Source: an optimization exercise on an open RTL-to-GDS flow (aim: a short achievable clock period and few clock cycles). Production flows keep margins and buffers that such runs may drop.
Function was checked by simulation only, so behaviour that the tests miss may differ from the original.
No activity file was given, so power comes from the tool's default toggle rates.

==> design/flow/design.v <==
module fetchStage #(
	parameter int imemDepth = 64
) (
	input logic clk,
	input logic rstN,
	input logic imemWrite,
	input logic [31:0] imemData,
	input logic run,
	input logic stall,
	output logic ifIdValid,
	output logic [31:0] ifIdInstr
);
	localparam int ptrW = $clog2(imemDepth) + 1;  
	logic [31:0] imem [imemDepth];
	logic [ptrW-1:0] loadPtr;
	logic [ptrW-1:0] pc;
	logic pcAtEnd;
	logic loadFull;
	logic [31:0] fetchWord;
	assign pcAtEnd = pc >= ptrW'(imemDepth);
	assign loadFull = loadPtr >= ptrW'(imemDepth);
	assign fetchWord = pcAtEnd ? '0 : imem[pc[ptrW-2:0]];
	always_ff @(posedge clk)
	begin
		if (!rstN)
		begin
			loadPtr <= '0;
			pc <= '0;
			ifIdValid <= 1'b0;
			ifIdInstr <= '0;
			for (int i = 0; i < imemDepth; i++)
				imem[i] <= '0;
		end
		else
		begin
			if (imemWrite && !loadFull)
			begin
				imem[loadPtr[ptrW-2:0]] <= imemData;
				loadPtr <= loadPtr + 1'b1;
			end
			if (!stall)  
			begin
				if (run)
				begin
					ifIdValid <= 1'b1;
					ifIdInstr <= fetchWord;
					if (!pcAtEnd)
						pc <= pc + 1'b1;
				end
				else
					ifIdValid <= 1'b0;
			end
		end
	end
endmodule
module decodeStage (
	input logic clk,
	input logic rstN,
	input logic ifIdValid,
	input logic [31:0] ifIdInstr,
	input logic [31:0] readDataA,
	input logic [31:0] readDataB,
	input logic [4:0] exDest,
	input logic exRegWrite,
	input logic [4:0] memDest,
	input logic memRegWrite,
	output logic [4:0] readIdxA,
	output logic [4:0] readIdxB,
	output logic stall,
	output logic idExValid,
	output logic [2:0] idExAluOp,
	output logic idExUseImm,  
	output logic idExMemRead,
	output logic idExMemWrite,
	output logic idExRegWrite,  
	output logic [4:0] idExDest,
	output logic [31:0] idExOpA,
	output logic [31:0] idExOpB,
	output logic [31:0] idExImm  
);
	localparam logic [5:0] opRType = 6'h00;
	localparam logic [5:0] opAddi = 6'h08;
	localparam logic [5:0] opSlti = 6'h0a;
	localparam logic [5:0] opAndi = 6'h0c;
	localparam logic [5:0] opOri = 6'h0d;
	localparam logic [5:0] opXori = 6'h0e;
	localparam logic [5:0] opLw = 6'h23;
	localparam logic [5:0] opSw = 6'h2b;
	localparam logic [5:0] fnAdd = 6'h20;
	localparam logic [5:0] fnSub = 6'h22;
	localparam logic [5:0] fnAnd = 6'h24;
	localparam logic [5:0] fnOr = 6'h25;
	localparam logic [5:0] fnXor = 6'h26;
	localparam logic [5:0] fnNor = 6'h27;
	localparam logic [5:0] fnSlt = 6'h2a;
	localparam logic [2:0] aluAdd = 3'd0;
	localparam logic [2:0] aluSub = 3'd1;
	localparam logic [2:0] aluAnd = 3'd2;
	localparam logic [2:0] aluOr = 3'd3;
	localparam logic [2:0] aluNor = 3'd4;
	localparam logic [2:0] aluXor = 3'd5;
	localparam logic [2:0] aluSlt = 3'd6;
	localparam logic [2:0] aluNone = 3'd7;  
	logic [5:0] opc;
	logic [5:0] fn;
	logic [4:0] rs, rt, rd;
	logic [15:0] immRaw;
	logic [2:0] decOp;
	logic [4:0] dest;
	logic [31:0] immExt;
	logic useImm, memRead, memWrite, writes, signExt, readsRt;
	logic rsBusy, rtBusy;
	assign opc = ifIdInstr[31:26];
	assign rs = ifIdInstr[25:21];
	assign rt = ifIdInstr[20:16];
	assign rd = ifIdInstr[15:11];
	assign fn = ifIdInstr[5:0];
	assign immRaw = ifIdInstr[15:0];
	always_comb
	begin
		decOp = aluNone;
		useImm = 1'b0;
		memRead = 1'b0;
		memWrite = 1'b0;
		writes = 1'b0;
		signExt = 1'b0;
		readsRt = 1'b0;
		dest = rt;  
		case (opc)
			opRType:
			begin
				dest = rd;
				readsRt = 1'b1;
				writes = 1'b1;
				case (fn)
					fnAdd: decOp = aluAdd;
					fnSub: decOp = aluSub;
					fnAnd: decOp = aluAnd;
					fnOr: decOp = aluOr;
					fnNor: decOp = aluNor;
					fnXor: decOp = aluXor;
					fnSlt: decOp = aluSlt;
					default: writes = 1'b0;  
				endcase
			end
			opAddi:
			begin
				decOp = aluAdd;
				useImm = 1'b1;
				signExt = 1'b1;
				writes = 1'b1;
			end
			opSlti:
			begin
				decOp = aluSlt;
				useImm = 1'b1;
				signExt = 1'b1;
				writes = 1'b1;
			end
			opAndi:
			begin
				decOp = aluAnd;
				useImm = 1'b1;
				writes = 1'b1;
			end
			opOri:
			begin
				decOp = aluOr;
				useImm = 1'b1;
				writes = 1'b1;
			end
			opXori:
			begin
				decOp = aluXor;
				useImm = 1'b1;
				writes = 1'b1;
			end
			opLw:
			begin
				decOp = aluAdd;
				useImm = 1'b1;
				signExt = 1'b1;
				writes = 1'b1;
				memRead = 1'b1;
			end
			opSw:
			begin
				decOp = aluAdd;
				useImm = 1'b1;
				signExt = 1'b1;
				memWrite = 1'b1;
				readsRt = 1'b1;  
			end
			default: ;
		endcase
	end
	assign immExt = signExt ? {{16{immRaw[15]}}, immRaw} : {16'b0, immRaw};
	assign readIdxA = rs;
	assign readIdxB = rt;
	assign rsBusy = rs != '0 && ((exRegWrite && exDest == rs) || (memRegWrite && memDest == rs));
	assign rtBusy = rt != '0 && ((exRegWrite && exDest == rt) || (memRegWrite && memDest == rt));
	assign stall = ifIdValid && (rsBusy || (readsRt && rtBusy));
	always_ff @(posedge clk)
	begin
		if (!rstN || stall || !ifIdValid)
		begin
			idExValid <= 1'b0;
			idExAluOp <= '0;
			idExUseImm <= 1'b0;
			idExMemRead <= 1'b0;
			idExMemWrite <= 1'b0;
			idExRegWrite <= 1'b0;
			idExDest <= '0;
			idExOpA <= '0;
			idExOpB <= '0;
			idExImm <= '0;
		end
		else
		begin
			idExValid <= 1'b1;
			idExAluOp <= decOp;
			idExUseImm <= useImm;
			idExMemRead <= memRead;
			idExMemWrite <= memWrite;
			idExRegWrite <= writes && dest != '0;
			idExDest <= dest;
			idExOpA <= readDataA;
			idExOpB <= readDataB;
			idExImm <= immExt;
		end
	end
endmodule
module regFile (
	input logic clk,
	input logic rstN,
	input logic [4:0] readIdxA,
	input logic [4:0] readIdxB,
	input logic wbValid,
	input logic [4:0] wbIdx,
	input logic [31:0] wbData,
	output logic [31:0] readDataA,
	output logic [31:0] readDataB
);
	logic [31:0] regs [32];
	always_ff @(posedge clk)
	begin
		if (!rstN)
		begin
			for (int i = 0; i < 32; i++)
				regs[i] <= '0;
		end
		else if (wbValid && wbIdx != '0)
			regs[wbIdx] <= wbData;
	end
	assign readDataA = (readIdxA == '0) ? '0 :
		(wbValid && wbIdx == readIdxA) ? wbData : regs[readIdxA];
	assign readDataB = (readIdxB == '0) ? '0 :
		(wbValid && wbIdx == readIdxB) ? wbData : regs[readIdxB];
endmodule
module executeStage (
	input logic clk,
	input logic rstN,
	input logic idExValid,
	input logic [2:0] idExAluOp,
	input logic idExUseImm,
	input logic idExMemRead,
	input logic idExMemWrite,
	input logic idExRegWrite,
	input logic [4:0] idExDest,
	input logic [31:0] idExOpA,
	input logic [31:0] idExOpB,
	input logic [31:0] idExImm,
	output logic exMemValid,
	output logic exMemMemRead,
	output logic exMemMemWrite,
	output logic exMemRegWrite,
	output logic [4:0] exMemDest,
	output logic [31:0] exMemAluResult,  
	output logic [31:0] exMemStoreData
);
	localparam logic [2:0] aluAdd = 3'd0;
	localparam logic [2:0] aluSub = 3'd1;
	localparam logic [2:0] aluAnd = 3'd2;
	localparam logic [2:0] aluOr = 3'd3;
	localparam logic [2:0] aluNor = 3'd4;
	localparam logic [2:0] aluXor = 3'd5;
	localparam logic [2:0] aluSlt = 3'd6;
	localparam logic [2:0] aluNone = 3'd7;  
	logic [31:0] opA;
	logic [31:0] opB;
	logic [31:0] result;
	assign opA = idExOpA;
	assign opB = idExUseImm ? idExImm : idExOpB;
	always_comb
	begin
		case (idExAluOp)
			aluAdd: result = opA + opB;  
			aluSub: result = opA - opB;
			aluAnd: result = opA & opB;
			aluOr: result = opA | opB;
			aluNor: result = ~(opA | opB);
			aluXor: result = opA ^ opB;
			aluSlt:
			begin
				if ($signed(opA) < $signed(opB))
					result = 32'd1;
				else
					result = '0;
			end
			default: result = '0;
		endcase
	end
	always_ff @(posedge clk)
	begin
		if (!rstN)
		begin
			exMemValid <= 1'b0;
			exMemMemRead <= 1'b0;
			exMemMemWrite <= 1'b0;
			exMemRegWrite <= 1'b0;
			exMemDest <= '0;
			exMemAluResult <= '0;
			exMemStoreData <= '0;
		end
		else
		begin
			exMemValid <= idExValid;
			exMemMemRead <= idExMemRead;
			exMemMemWrite <= idExMemWrite;
			exMemRegWrite <= idExRegWrite;
			exMemDest <= idExDest;
			exMemAluResult <= result;
			exMemStoreData <= idExOpB;  
		end
	end
endmodule
module memoryStage #(
	parameter int dmemDepth = 64
) (
	input logic clk,
	input logic rstN,
	input logic exMemValid,
	input logic exMemMemRead,
	input logic exMemMemWrite,
	input logic exMemRegWrite,
	input logic [4:0] exMemDest,
	input logic [31:0] exMemAluResult,
	input logic [31:0] exMemStoreData,
	output logic wbValid,
	output logic [4:0] wbIdx,
	output logic [31:0] wbData
);
	localparam int addrW = $clog2(dmemDepth);
	logic [31:0] dmem [dmemDepth];
	logic [addrW-1:0] addr;
	logic [31:0] loadWord;
	assign addr = addrW'(exMemAluResult % dmemDepth);
	assign loadWord = dmem[addr];
	always_ff @(posedge clk)
	begin
		if (!rstN)
		begin
			for (int i = 0; i < dmemDepth; i++)
				dmem[i] <= '0;
		end
		else if (exMemValid && exMemMemWrite)
			dmem[addr] <= exMemStoreData;
	end
	always_ff @(posedge clk)
	begin
		if (!rstN)
		begin
			wbValid <= 1'b0;
			wbIdx <= '0;
			wbData <= '0;
		end
		else
		begin
			wbValid <= exMemValid && exMemRegWrite;
			wbIdx <= exMemDest;
			wbData <= exMemMemRead ? loadWord : exMemAluResult;
		end
	end
endmodule
module pipeCpu #(
	parameter int imemDepth = 64,
	parameter int dmemDepth = 64
) (
	input logic clk,
	input logic rstN,
	input logic imemWrite,
	input logic [31:0] imemData,
	input logic run,
	output logic wbValid,
	output logic [4:0] wbIdx,
	output logic [31:0] wbData
);
	logic ifIdValid;
	logic [31:0] ifIdInstr;
	logic idExValid;
	logic [2:0] idExAluOp;
	logic idExUseImm;
	logic idExMemRead;
	logic idExMemWrite;
	logic idExRegWrite;
	logic [4:0] idExDest;
	logic [31:0] idExOpA;
	logic [31:0] idExOpB;
	logic [31:0] idExImm;
	logic exMemValid;
	logic exMemMemRead;
	logic exMemMemWrite;
	logic exMemRegWrite;
	logic [4:0] exMemDest;
	logic [31:0] exMemAluResult;
	logic [31:0] exMemStoreData;
	logic stall;
	logic [4:0] readIdxA;
	logic [4:0] readIdxB;
	logic [31:0] readDataA;
	logic [31:0] readDataB;
	fetchStage #(.imemDepth(imemDepth)) fetch (
		.clk(clk),
		.rstN(rstN),
		.imemWrite(imemWrite),
		.imemData(imemData),
		.run(run),
		.stall(stall),
		.ifIdValid(ifIdValid),
		.ifIdInstr(ifIdInstr)
	);
	decodeStage decode (
		.clk(clk),
		.rstN(rstN),
		.ifIdValid(ifIdValid),
		.ifIdInstr(ifIdInstr),
		.readDataA(readDataA),
		.readDataB(readDataB),
		.exDest(idExDest),
		.exRegWrite(idExRegWrite),
		.memDest(exMemDest),
		.memRegWrite(exMemRegWrite),
		.readIdxA(readIdxA),
		.readIdxB(readIdxB),
		.stall(stall),
		.idExValid(idExValid),
		.idExAluOp(idExAluOp),
		.idExUseImm(idExUseImm),
		.idExMemRead(idExMemRead),
		.idExMemWrite(idExMemWrite),
		.idExRegWrite(idExRegWrite),
		.idExDest(idExDest),
		.idExOpA(idExOpA),
		.idExOpB(idExOpB),
		.idExImm(idExImm)
	);
	regFile regFile0 (
		.clk(clk),
		.rstN(rstN),
		.readIdxA(readIdxA),
		.readIdxB(readIdxB),
		.wbValid(wbValid),
		.wbIdx(wbIdx),
		.wbData(wbData),
		.readDataA(readDataA),
		.readDataB(readDataB)
	);
	executeStage execute (
		.clk(clk),
		.rstN(rstN),
		.idExValid(idExValid),
		.idExAluOp(idExAluOp),
		.idExUseImm(idExUseImm),
		.idExMemRead(idExMemRead),
		.idExMemWrite(idExMemWrite),
		.idExRegWrite(idExRegWrite),
		.idExDest(idExDest),
		.idExOpA(idExOpA),
		.idExOpB(idExOpB),
		.idExImm(idExImm),
		.exMemValid(exMemValid),
		.exMemMemRead(exMemMemRead),
		.exMemMemWrite(exMemMemWrite),
		.exMemRegWrite(exMemRegWrite),
		.exMemDest(exMemDest),
		.exMemAluResult(exMemAluResult),
		.exMemStoreData(exMemStoreData)
	);
	memoryStage #(.dmemDepth(dmemDepth)) memory (
		.clk(clk),
		.rstN(rstN),
		.exMemValid(exMemValid),
		.exMemMemRead(exMemMemRead),
		.exMemMemWrite(exMemMemWrite),
		.exMemRegWrite(exMemRegWrite),
		.exMemDest(exMemDest),
		.exMemAluResult(exMemAluResult),
		.exMemStoreData(exMemStoreData),
		.wbValid(wbValid),
		.wbIdx(wbIdx),
		.wbData(wbData)
	);
endmodule
==> design/flow/run.sh <==
#!/bin/bash
# synth_recipe.tcl (not shown) runs the flow's synth.tcl, then flattens the netlist and writes it again
# the make line also repeats each setting of config.mk as NAME=value (left out here)
make -C /OpenROAD-flow-scripts/flow DESIGN_CONFIG=/design/flow/config.mk WORK_HOME=/design/flow/orfs CLKGATE_MAP_FILE= SYNTH_SCRIPT=/design/flow/synth_recipe.tcl finish
==> design/flow/config.mk <==
export PLATFORM = sky130hd
export DESIGN_NAME = pipeCpu
export DESIGN_NICKNAME = pipeCpu
export VERILOG_FILES = /design/flow/design.v
export SDC_FILE = /design/flow/constraint.sdc
export NUM_CORES = 4
export LEC_CHECK = 0
export CAP_MARGIN = 20
export CORE_MARGIN = 2
export CORE_UTILIZATION = 35
export SLEW_MARGIN = 20
==> design/flow/constraint.sdc <==
create_clock -name core_clock -period 7.0 [get_ports {clk}]
set_input_delay 1.4000 -clock core_clock [delete_from_list [all_inputs] [get_ports {clk}]]
set_output_delay 1.4000 -clock core_clock [all_outputs]
set_load 0.01 [all_outputs]
==> run_results.csv <==
group,metric,value,unit
routing,num_vias,148549,
synthesis,synth_top_area_cell,"edfxtp_1",
sta,timing.final.crit_share,0.7919,
clock_network,cts_hold_buf,0,
synthesis,post_synth_xor_area_fraction,0.002599,
synthesis,ys.flop_type,"edfxtp_1",
worst_hold_path,hp-class,"reg -> reg",
grt,grt_max_degree,102,
synthesis,ys_async_sr_fraction,0,
critical_path,path_cells,"buf_4 > nor2b_1 > buf_4 > nor2b_4 > buf_4 > buf_4 > a22oi_1 > nand4_1 > a221o_1 > o21ai_0 > a31oi_1",
die,core,711400,sq um
synthesis,synth-simple-area-share,0.1455,
synthesis,ys_top_cells_by_area,"edfxtp_1 62%, and2_1 13%, mux4_2 12%",
run_status,status,"timing/DRC/antenna clean",
die,rows,310,
synthesis,synth.ff_latch_count,5378,
power_and_ir_drop,p_sw,18.49,mW
clock_network,cts_root_buf,"clkbuf_16",
power_and_ir_drop,power_frac_clock,0.407,
routing,ant_nets,0,
critical_path,crit_required,7.89,ns
placed_design,io_buffers,73,
die,die_x,848.1,um
critical_path,slowest_delay,1.04,ns
grt,antenna_found_initial,67,
clock_network,clock_sinks,5378,
clock_network,tritoncts,"built",
routing,drt-total-wl,807300,um
synthesis,synth-edff-count,5120,
synthesis,synth_cells,16902,
power_and_ir_drop,pwr-share-comb,0.095,
routing,post_drt_wl_per_cell,30.52,um
clock_network,postCtsResizedCells,0,
routing,vias_per_cell,5.617,
sta,slew-limit-headroom,0.1049,
synthesis,yosysMostFrequentCell,"and2_1",
placed_design,hpwl,472400,um
clock_network,post_cts_buffers,0,
clock_network,clk_pin_slew,0.06,ns
clock_network,clock_path_buffers,4,
critical_path,crit_path_frequent_cell,"buf_4",
cells_and_area,areaGrowthSynthToFinish,12.93,%
power_and_ir_drop,p_per_area,262.8,nW/um^2
sta,final_max_slew_viol_count,0,
power_and_ir_drop,seqPwrFrac,0.499,
power_and_ir_drop,switching_share,0.2498,
critical_path,worstReg2RegStart,"execute.exMemAluResult[0]",
placed_design,gp_congestion,0.8690,
sta,setup_violations,0,
clock_network,cts_made_buffers,584,
critical_path,critPathSlowestCell,"a31oi_1",
critical_path,cp-startpoint,"execute.exMemAluResult[0]",
power_and_ir_drop,finalPower,74.00,mW
routing,drc_errors,0,
cells_and_area,n_fill_cell,64847,
synthesis,synth_top_family_by_area,"simple AND/OR/NAND/NOR gates",
critical_path,worstPathMaxFanout,42,
clock_network,htree_levels,6,
synthesis,synth_top_area_frac,0.6165,
run,maxCapViolCount,0,
sta,fin_skew,0.1000,ns
synthesis,yosysWarnings,5,
critical_path,start_kind,"flip-flop",
critical_path,worst_ep_arrival_time,6.44,ns
power_and_ir_drop,power.leakage,96.01,nW
clock_network,clock_latency,1.17,ns
die,die_h,848.1,um
synthesis,synth_compound_area_frac,0.05453,
grt,grt_pass1_wl,1136000,um
synthesis,avgSynthCellArea,14.75,sq um
critical_path,cp-end-kind,"flip-flop",
synthesis,syn-cell-area,249400,sq um
power_and_ir_drop,p_int,55.51,mW
synthesis,yosys-top-cells-count,"5141 x and2_1, 5120 x edfxtp_1, 1437 x clkbuf_1",
synthesis,synth_mux_area_frac,0.1247,
cells_and_area,nets,16599,
power_and_ir_drop,ir_drop,223.4,uV
sta,hold_viol_final,0,
critical_path,critPathKind,"reg -> reg",
grt,grtUsageTotal,0.2182,
grt,grt_pass1_vias,146879,
sta,rsz0062_at_grt,"false",
routing,initialDrtViolationCount,20566,
sta,clock.fmax,180.4,MHz
sta,finalCriticalPeriod,5.543,ns
synthesis,synth_fa_ha_area_frac,0.006131,
die,die_area,719300,sq um
synthesis,seq_area_frac_synth,0.6372,
die,pin_count,74,
synthesis,yosysUniqueCellTypes,77,
die,initial_core_util,0.3506,
routing,first_pass_iters,6,
grt,grt_overflow,0,
worst_hold_path,hp-start,"decode.idExOpB[16]",
cells_and_area,drive_above_1_share,0.1886,
sta,worst_pin_slew,1.341,ns
sta,tns,0,ns
-- sequential cells by signal, indices dropped and copies added (netlist names), 3 cells and up, named ones only --
register                count
decode.idExAluOp            3
decode.idExDest             5
decode.idExImm             17
decode.idExOpA             32
decode.idExOpB             32
execute.exMemAluResult     32
execute.exMemDest           5
execute.exMemStoreData     32
fetch.ifIdInstr            32
fetch.imem               2048
fetch.loadPtr               7
fetch.pc                    7
memory.dmem              2048
memory.wbData              32
memory.wbIdx                5
regFile0.regs            1024
-- cells in the final DEF (no fill, tap or decap), types with 30 or more instances in the layout --
| cell | instances |
|---|---|
| xnor2_1 | 38 |
| and2_1 | 5137 |
| clkinv_1 | 121 |
| a22o_1 | 104 |
| clkbuf_1 | 146 |
| dfxtp_1 | 202 |
| o21ai_4 | 159 |
| nand3_1 | 30 |
| nand4_1 | 119 |
| nor3_1 | 38 |
| nor2_2 | 126 |
| buf_4 | 569 |
| nor2_4 | 37 |
| xor2_1 | 36 |
| nand2_1 | 135 |
| mux2i_1 | 149 |
| mux4_2 | 1300 |
| buf_12 | 48 |
| inv_1 | 119 |
| a21oi_1 | 202 |
| a31oi_1 | 76 |
| a22oi_1 | 796 |
| conb_1 | 32 |
| clkbuf_16 | 591 |
| o21ai_0 | 135 |
| ha_1 | 119 |
| diode_2 | 32 |
| edfxtp_1 | 5120 |
| clkdlybuf4s50_1 | 40 |
| a211oi_1 | 77 |
| dfxtp_2 | 37 |
| clkinv_2 | 89 |
| a221oi_1 | 108 |
| a41oi_1 | 74 |
| nor2_1 | 267 |
-- stage by stage --
stage                     cell area [sq um]  setup WS, ns  hold slack, ns  cells  utilization
after global placement               262900         1.640          0.4168  25358       0.3695
after CTS                            281400         1.733          0.4292  26413       0.3956
final                                281600         1.457          0.4282  26448       0.3959
after floorplan                      249500         1.814          0.4084  16933            -
after detailed placement             263200         1.686          0.4187  25369       0.3700
after global routing                 281500         1.703          0.4560  26420       0.3958
-- cell type report --
type                    count  area, sq um  share of cell area
flip-flops and latches   5378       159000              0.5647
clock inverters           294         2729            0.009690
multi-input cells        9661        85780              0.3046
repair buffers            695         6126             0.02175
inverters                 122        460.4            0.001635
clock buffers             750        15510             0.05507
well taps                9516        11910             0.04228
diodes                     32        80.08           0.0002843
-- worst max-delay path: cells and delay by family, from the launching register on --
family | cells | cell delay [ns]
and+or+nand+nor | 3 | 1.31
DFF | 1 | 0.31
AOI/OAI and AO/OA | 4 | 1.91
buffers and inverters | 4 | 1.66
-- routing by layer --
layer	track usage	wire, um
met2	0.3397	367400
met5	0	133
met4	0.08704	37510
met3	0.04450	77410
met1	0.3005	324800
-- logic make-up after synthesis --
group	count (synthesis)
AO/OA/AOI/OAI	1920
XOR/XNOR	74
adder cells (fa/ha/maj)	121
buffers and inverters	1894
flip-flops	5378
multiplexers	1477
other	1
AND/OR/NAND/NOR	6037
-- power by group through the flow --
stage	combinational (mW)	clock, mW	sequential, mW
floorplan	4.00	0	37.3
global placement	6.90	0	37.5
detailed placement	6.94	0	37.6
CTS	6.96	30.4	36.9
global route	7.24	31.6	37.0
finish	7.01	30.1	36.9
-- path summary, 6_finish.rpt --
kind                                                    to  slack, ns  cells after the start
worst max-delay path                     memory.wbData[18]       1.46                     11
worst min-delay path            execute.exMemStoreData[16]       0.43                      2
worst max register to register           memory.wbData[18]       1.46                     11
worst min register to register  execute.exMemStoreData[16]       0.43                      2
Testbench counts, summed over its fixed seeds: cycles 6,165.

afterwards: timing with drivers on the ports:
How much do the figures lean on ideal ports? The routed layout below was timed once more, with nothing changed but the port constraints. Step 1: set_driving_cell puts a clkbuf_16 on clk and a buf_2 on each other input, an assumption about the parent block. Step 2 times the ports against the registers' clock, not the clock port: input delays grow and output delays shrink by t, the midpoint of the rising clock arrivals with the driver on. a / b / c = ideal / step 1 / step 2; a / b = the first two.
shift t [ns]: 1.235
setup slack, ns: 1.457 / 1.457 / 1.457
clock arrival spread, ns: 0.137 / 0.136
worst register clock-pin slew, ns: 0.07 / 0.07
After both steps this run still meets setup and hold. The setup slack of this run moves by 0.000 ns with the drivers and by 0.000 ns with both steps.
